Source: an optimization exercise on an open RTL-to-GDS flow (aim: small area, a short achievable clock period and few clock cycles per item). Production flows keep margins and buffers that such runs may drop.
At most, simulation tests tie the RTL to the original design; equivalence was not proved.
Power is estimated from default activity; no workload was simulated.

Setup of job 1477:
==> flow/design.v (excerpt) <==
module incubator_setpoint_and_alarm_supervisor #(
  parameter int MAX_DIGITS = 4
) (
  input  logic              clk,
  input  logic              rst_n,
  input  logic              in_valid,
  output logic              in_ready,
  input  logic [1:0]        in_opcode,
  input  logic [isas_pkg::TEMP_W-1:0] in_measured_temp,
  input  logic [3:0]        in_key_code,
  input  logic [isas_pkg::HOST_W-1:0] in_host_target,
  output logic              out_valid,
  input  logic              out_ready,
  output logic [1:0]        out_mode,
  output logic              out_buzzer_on,
  output logic [isas_pkg::TEMP_W-1:0] out_target_temp,
  output logic [isas_pkg::SECS_W-1:0] out_run_seconds,
  output logic              out_control_active,
  output logic              out_controller_reset,
  output logic              out_drive_stop,
  output logic [1:0]        out_host_reply,
  input  logic              cfg_psel,
  input  logic              cfg_penable,
  input  logic              cfg_pwrite,
  input  logic [isas_pkg::APB_AW-1:0] cfg_paddr,
  input  logic [isas_pkg::APB_DW-1:0] cfg_pwdata,
  output logic [isas_pkg::APB_DW-1:0] cfg_prdata,
  output logic              cfg_pready
);
Size in the first run: about 260 flip-flops, about 160 I/O pins, ~17,000 um2 of cells after synthesis.
==> flow/config.mk <==
export PLATFORM = sky130hd
export DESIGN_NAME = incubator_setpoint_and_alarm_supervisor
export DESIGN_NICKNAME = incubator_setpoint_and_alarm_supervisor
export VERILOG_FILES = /design/flow/design.v
export SDC_FILE = /design/flow/constraint.sdc
export NUM_CORES = 4
export LEC_CHECK = 0
export CAP_MARGIN = 20
export CORE_MARGIN = 2
export CORE_UTILIZATION = 60
export SETUP_SLACK_MARGIN = 4.3
export SLEW_MARGIN = 20
==> flow/constraint.sdc <==
create_clock -name core_clock -period 8.0 [get_ports {clk}]
set_input_delay 1.6000 -clock core_clock [delete_from_list [all_inputs] [get_ports {clk}]]
set_output_delay 1.6000 -clock core_clock [all_outputs]
set_load 0.01 [all_outputs]
standard.sh (not shown) runs the stock make flow with config.mk's settings and CLKGATE_MAP_FILE= SYNTH_SCRIPT=/design/flow/synth_recipe.tcl, a recipe that flattens the netlist after the stock synthesis.
==> flow/flow/run.sh <==
#!/bin/bash
# Own layout flow: the standard flow (standard.sh: the standard synthesis
# and ORFS steps, unchanged) with one ORFS setting passed through the
# environment: BUFFER_PORTS_ARGS makes every port buffer a
# sky130_fd_sc_hd__buf_1 cell instead of the default delay buffer
# (clkdlybuf4s50_1), which is larger and slower. Every input and output port
# is still buffered; the clock period and constraints are the standard flow's.
# The make/ORFS output goes to standard_flow.log; each ORFS step keeps its own
# log under orfs/logs/.
set -euo pipefail
export BUFFER_PORTS_ARGS="-buffer_cell sky130_fd_sc_hd__buf_1"
bash standard.sh > standard_flow.log 2>&1
Testbench counts of job 1477, summed over its fixed seeds: cycles 20,685, items 20,000.
Input changes introduced in job 7280 (baseline for comparison: job 1477):
-- flow/config.mk --
<<< job 1477, line 9
export CORE_MARGIN = 2
export CORE_UTILIZATION = 60
export SETUP_SLACK_MARGIN = 4.3
export SLEW_MARGIN = 20
>>> job 7280, line 9
export CORE_MARGIN = 2
export CORE_UTILIZATION = 60
export SETUP_SLACK_MARGIN = 4.4
export SLEW_MARGIN = 20
==> results.txt <==
Total wire length on job 7280 is behind job 1477.
Job 7280 finished every step from synthesis to the final layout, and the layout passed the timing, design-rule and antenna checks.
Of job 7280 and job 1477, the run reporting the higher post-layout minimum cycle time was job 1477.
In the tables for job 7280 and job 1477, data arrival time of the critical path reads higher with job 1477.
Job 7280 vs job 1477 — cell count climbed slightly
Edits applied to the flow inputs when going from job 7280 to job 4236:
-- flow/config.mk --
<<< job 7280, line 9
export CORE_MARGIN = 2
export CORE_UTILIZATION = 60
export SETUP_SLACK_MARGIN = 4.4
export SLEW_MARGIN = 20
>>> job 4236, line 9
export CORE_MARGIN = 2
export CORE_UTILIZATION = 60
export SETUP_SLACK_MARGIN = 4.2
export SLEW_MARGIN = 20
==> comparison <==
Changes observed in job 4236 relative to job 7280: count of multi-input gates comparable; post-route worst setup slack lost 0.086 ns; post-cts resize count went down 24; relative slew slack has increased.
Job 4236 against job 7280: total detailed-routing wirelength -2200 um, die area ~0 delta, met3 routed wirelength -12 um, clock net sink count ~0 delta, switching part of the total power -0.17 points.
Looking only at leakage power, and setting everything else aside, the lower value of job 4236 and job 7280 goes to job 4236.
Relative to job 4236, the following input files were edited for job 1498:
-- flow/config.mk --
<<< job 4236, line 9
export CORE_MARGIN = 2
export CORE_UTILIZATION = 60
export SETUP_SLACK_MARGIN = 4.2
export SLEW_MARGIN = 20
>>> job 1498, line 9
export CORE_MARGIN = 2
export CORE_UTILIZATION = 60
export SETUP_SLACK_MARGIN = 4.1
export SLEW_MARGIN = 20
Looking at critical path's slowest cell, the sky130_fd_sc_hd__ha_1 result is from job 4236; the sky130_fd_sc_hd__or4b_4 one comes from job 1498. From job 4236 to job 1498 the numbers moved as follows: combined area of the multi-input logic cells down about 1.3%; maximum resistive drop on vdd now sits higher; tightest hold margin saw little to no change; cell count saw a decrease; global-route met1 utilization down 0.30 points. Utilization job 4236 -> job 1498: down. In the metrics for job 1498 and job 4236, the one carrying the lower sequential fraction of total cell area is job 4236. When job 1498 is measured against job 4236, its number of stages on the worst setup path turns out 2 lower. Looking at wire length after detailed routing, job 1498 sits 540 um below job 4236.

========
alpha:
Another version of the RTL of incubator_setpoint_and_alarm_supervisor (not shown whole).
For scale: roughly 2,000 cells after synthesis, about 260 flip-flops, about 160 I/O pins, about 17,000 um2 of cells after synthesis.
==> flow/config.mk <==
export PLATFORM = sky130hd
export DESIGN_NAME = incubator_setpoint_and_alarm_supervisor
export DESIGN_NICKNAME = incubator_setpoint_and_alarm_supervisor
export VERILOG_FILES = /design/flow/design.v
export SDC_FILE = /design/flow/constraint.sdc
export NUM_CORES = 4
export LEC_CHECK = 0
export CAP_MARGIN = 20
export CORE_MARGIN = 2
export CORE_UTILIZATION = 60
export SETUP_SLACK_MARGIN = 4.6
export SLEW_MARGIN = 20
==> flow/constraint.sdc <==
create_clock -name core_clock -period 8.0 [get_ports {clk}]
set_input_delay 1.6000 -clock core_clock [delete_from_list [all_inputs] [get_ports {clk}]]
set_output_delay 1.6000 -clock core_clock [all_outputs]
set_load 0.01 [all_outputs]
run.sh (not shown) runs the stock make flow with config.mk's settings and CLKGATE_MAP_FILE= SYNTH_SCRIPT=/design/flow/synth_recipe.tcl, a recipe that flattens the netlist after the stock synthesis.
Stock flow here: none of the scripts above is used.
alpha completed end to end with timing, DRC and antenna clean.
What beta does differently from alpha at the input level:
# alpha
export LEC_CHECK = 0
export CAP_MARGIN = 20
export CORE_MARGIN = 2
export CORE_UTILIZATION = 60
export SETUP_SLACK_MARGIN = 4.6
export SLEW_MARGIN = 20
create_clock -name core_clock -period 8.0 [get_ports {clk}]
# beta
export LEC_CHECK = 0
export CAP_MARGIN = 20
export CORE_MARGIN = 2
export CORE_UTILIZATION = 60
export SETUP_SLACK_MARGIN = 4
export SLEW_MARGIN = 20
create_clock -name core_clock -period 8.0 [get_ports {clk}]
## What came out
- Measured against alpha, the worst-case vdd ir drop of beta comes out at 1.6 times the reference value.
- Going from alpha to beta, cell count decreased by about 2% relative to the old numbers; synthesized cell count closely matched the old numbers; count of flip-flops and latches closely matched the old numbers; clock latency of the later-clocked register in the worst-skew pair decreased by 0.02 ns relative to the old numbers.
Function was not checked in any run of this note: the RTL went through the layout flow alone.

========
## oak
incubator_setpoint_and_alarm_supervisor, a different RTL version from the one above (not shown whole).
For scale: about 1900 cells after synthesis, about 240 flip-flops, ~160 I/O pins, ~0.016 mm2 of cells after synthesis.
Settings: LEC_CHECK=0, CAP_MARGIN=20, CORE_MARGIN=2, CORE_UTILIZATION=40, SLEW_MARGIN=20; clock period 8.0 ns.
oak: no failed stages, no open violations at the end
What pine does differently from oak at the input level:
- setting SETUP_SLACK_MARGIN to 4 for the first time
- changing CORE_UTILIZATION from 40 to 60
Of pine and oak, it is pine that has the lower final cell count. pine: full flow OK, the timing, design-rule and antenna checks passed. Changes observed in pine relative to oak: portion of the layout cell area used by non-clock buffers went up 4.4 points; wire length of the first global-routing pass essentially unchanged.
No functional check of the RTL was part of any run of this note.

========
RTL: one of the versions met above, not the one the previous note started from.
Size: ~1800 cells after synthesis, ~260 flip-flops, ~17000 um^2 of cells after synthesis.
Settings: LEC_CHECK=0, CAP_MARGIN=20, CORE_MARGIN=2, CORE_UTILIZATION=60, SETUP_SLACK_MARGIN=4.6, SLEW_MARGIN=20; clock period 8.0 ns.
standard.sh (not shown) runs the stock make flow with config.mk's settings and CLKGATE_MAP_FILE= SYNTH_SCRIPT=/design/flow/synth_recipe.tcl, a recipe that flattens the netlist after the stock synthesis.
Scripts as last shown in full above: flow/flow/run.sh
The first run passed the timing, design-rule and antenna checks.
Testbench counts at the start, summed over its fixed seeds: cycles 20,685, items 20,000.
Edit:
- CORE_UTILIZATION: 60 -> 70
- PLACE_DENSITY: not set -> 0.74
The changed run ran to the end with no violations.
Hold slack gets better by 24 ps.
Power rose by a few percent.
Global-route usage goes up by 6.4 points.
Clock-buffer cell count came out lower by 1.
Synthesized cell count does not change.

========
incubator_setpoint_and_alarm_supervisor, a different RTL version from the one above (not shown whole).
Size in the first run: about 2100 cells after synthesis, about 260 flip-flops, roughly 160 I/O pins, about 17000 um^2 of cells after synthesis.
export LEC_CHECK = 0
export CAP_MARGIN = 20
export CORE_MARGIN = 2
export CORE_UTILIZATION = 60
export SETUP_SLACK_MARGIN = 4.6
export SLEW_MARGIN = 20
create_clock -name core_clock -period 8.0 [get_ports {clk}]
==> flow/flow/run.sh <==
#!/bin/bash
# Own layout flow: the standard flow (standard.sh, unchanged synthesis and
# steps) with two ORFS settings passed through the environment:
#   BUFFER_PORTS_ARGS  the port buffers are sky130_fd_sc_hd__buf_1 cells
#                      (the default picks a larger, slower delay buffer)
#   RECOVER_POWER      after the global-route timing repair, gates on paths
#                      with slack to spare are sized down
# Every port is still buffered and the clock period and constraints are the standard flow's.
set -euo pipefail
export BUFFER_PORTS_ARGS="-buffer_cell sky130_fd_sc_hd__buf_1"
export RECOVER_POWER=100
bash standard.sh > standard_flow.log 2>&1
The starting point produced a layout that fails on max-capacitance violations, max-slew violations.
Testbench counts at the start, summed over its fixed seeds: cycles 20,550, items 20,000.
==> next run, changes <==
==> flow/run.sh (new file) <==
#!/bin/bash
# synth_recipe.tcl (not shown) runs the flow's synth.tcl, then flattens the netlist and writes it again
# the make line also repeats each setting of config.mk as NAME=value (left out here)
make -C /OpenROAD-flow-scripts/flow DESIGN_CONFIG=/design/flow/config.mk WORK_HOME=/design/flow/orfs CLKGATE_MAP_FILE= SYNTH_SCRIPT=/design/flow/synth_recipe.tcl finish
removed: flow/flow/run.sh
removed: flow/standard.sh
The changed run passed the timing, design-rule and antenna checks.
Setup slack gains 1.5 ns.
Cell count barely changes.
Critical path depth goes up by 13.
Total power is lower by about 0.9%.
Area after synthesis is unchanged.
Maximum frequency went up by 40%.
First-iteration DRC count drops by about 10%.
Utilization climbs by 4.1 points.
Sequential cell count stays the same.

-- what the ideal ports hide --
Ports are ideal in the flow. The routed layouts listed here were re-timed in OpenROAD. Step 1, drivers: a clkbuf_16 drives clk and a buf_2 each remaining input, both assumed. Step 2 times the ports against the registers' clock, not the clock port: input delays grow and output delays shrink by t, the midpoint of the rising clock arrivals with the driver on. Three values: no drivers, after step 1, after step 2; two values: the first two.
run	t (ns)	slack for setup (ns)	hold slack, ns	latest minus earliest clock arrival (ns)	pins driven straight from the clock port
job 1477	0.597	4.307 / 4.307 / 3.802	0.462 / 0.462 / 0.462	0.014 / 0.014	1
job 7280	0.599	4.335 / 4.350 / 3.751	0.464 / 0.464 / 0.464	0.020 / 0.019	1
job 4236	0.593	4.249 / 4.263 / 3.670	0.466 / 0.466 / 0.466	0.016 / 0.015	1
job 1498	0.594	4.174 / 4.174 / 3.664	0.464 / 0.464 / 0.464	0.018 / 0.018	1
alpha	0.615	3.373 / 3.373 / 3.373	0.442 / 0.442 / 0.442	0.027 / 0.026	1
beta	0.597	3.255 / 3.255 / 3.255	0.454 / 0.454 / 0.454	0.032 / 0.032	1
oak	0.617	1.363 / 1.363 / 1.363	0.454 / 0.454 / 0.454	0.041 / 0.040	1
pine	0.595	2.819 / 2.819 / 2.819	0.454 / 0.454 / 0.454	0.017 / 0.017	1
the first run of note 4	0.597	4.273 / 4.273 / 3.864	0.455 / 0.455 / 0.455	0.015 / 0.015	1
the second run of note 4	0.583	4.253 / 4.253 / 3.882	0.479 / 0.479 / 0.479	0.012 / 0.012	1
the first run of note 5	0.596	2.629 / 2.654 / 2.058	0.457 / 0.457 / 0.457	0.021 / 0.020	1
the second run of note 5	0.591	4.162 / 4.162 / 3.604	0.459 / 0.459 / 0.459	0.019 / 0.019	1
The setup slack of job 7280, which loses most, moves by +0.015 ns with the drivers and by -0.584 ns with both steps.
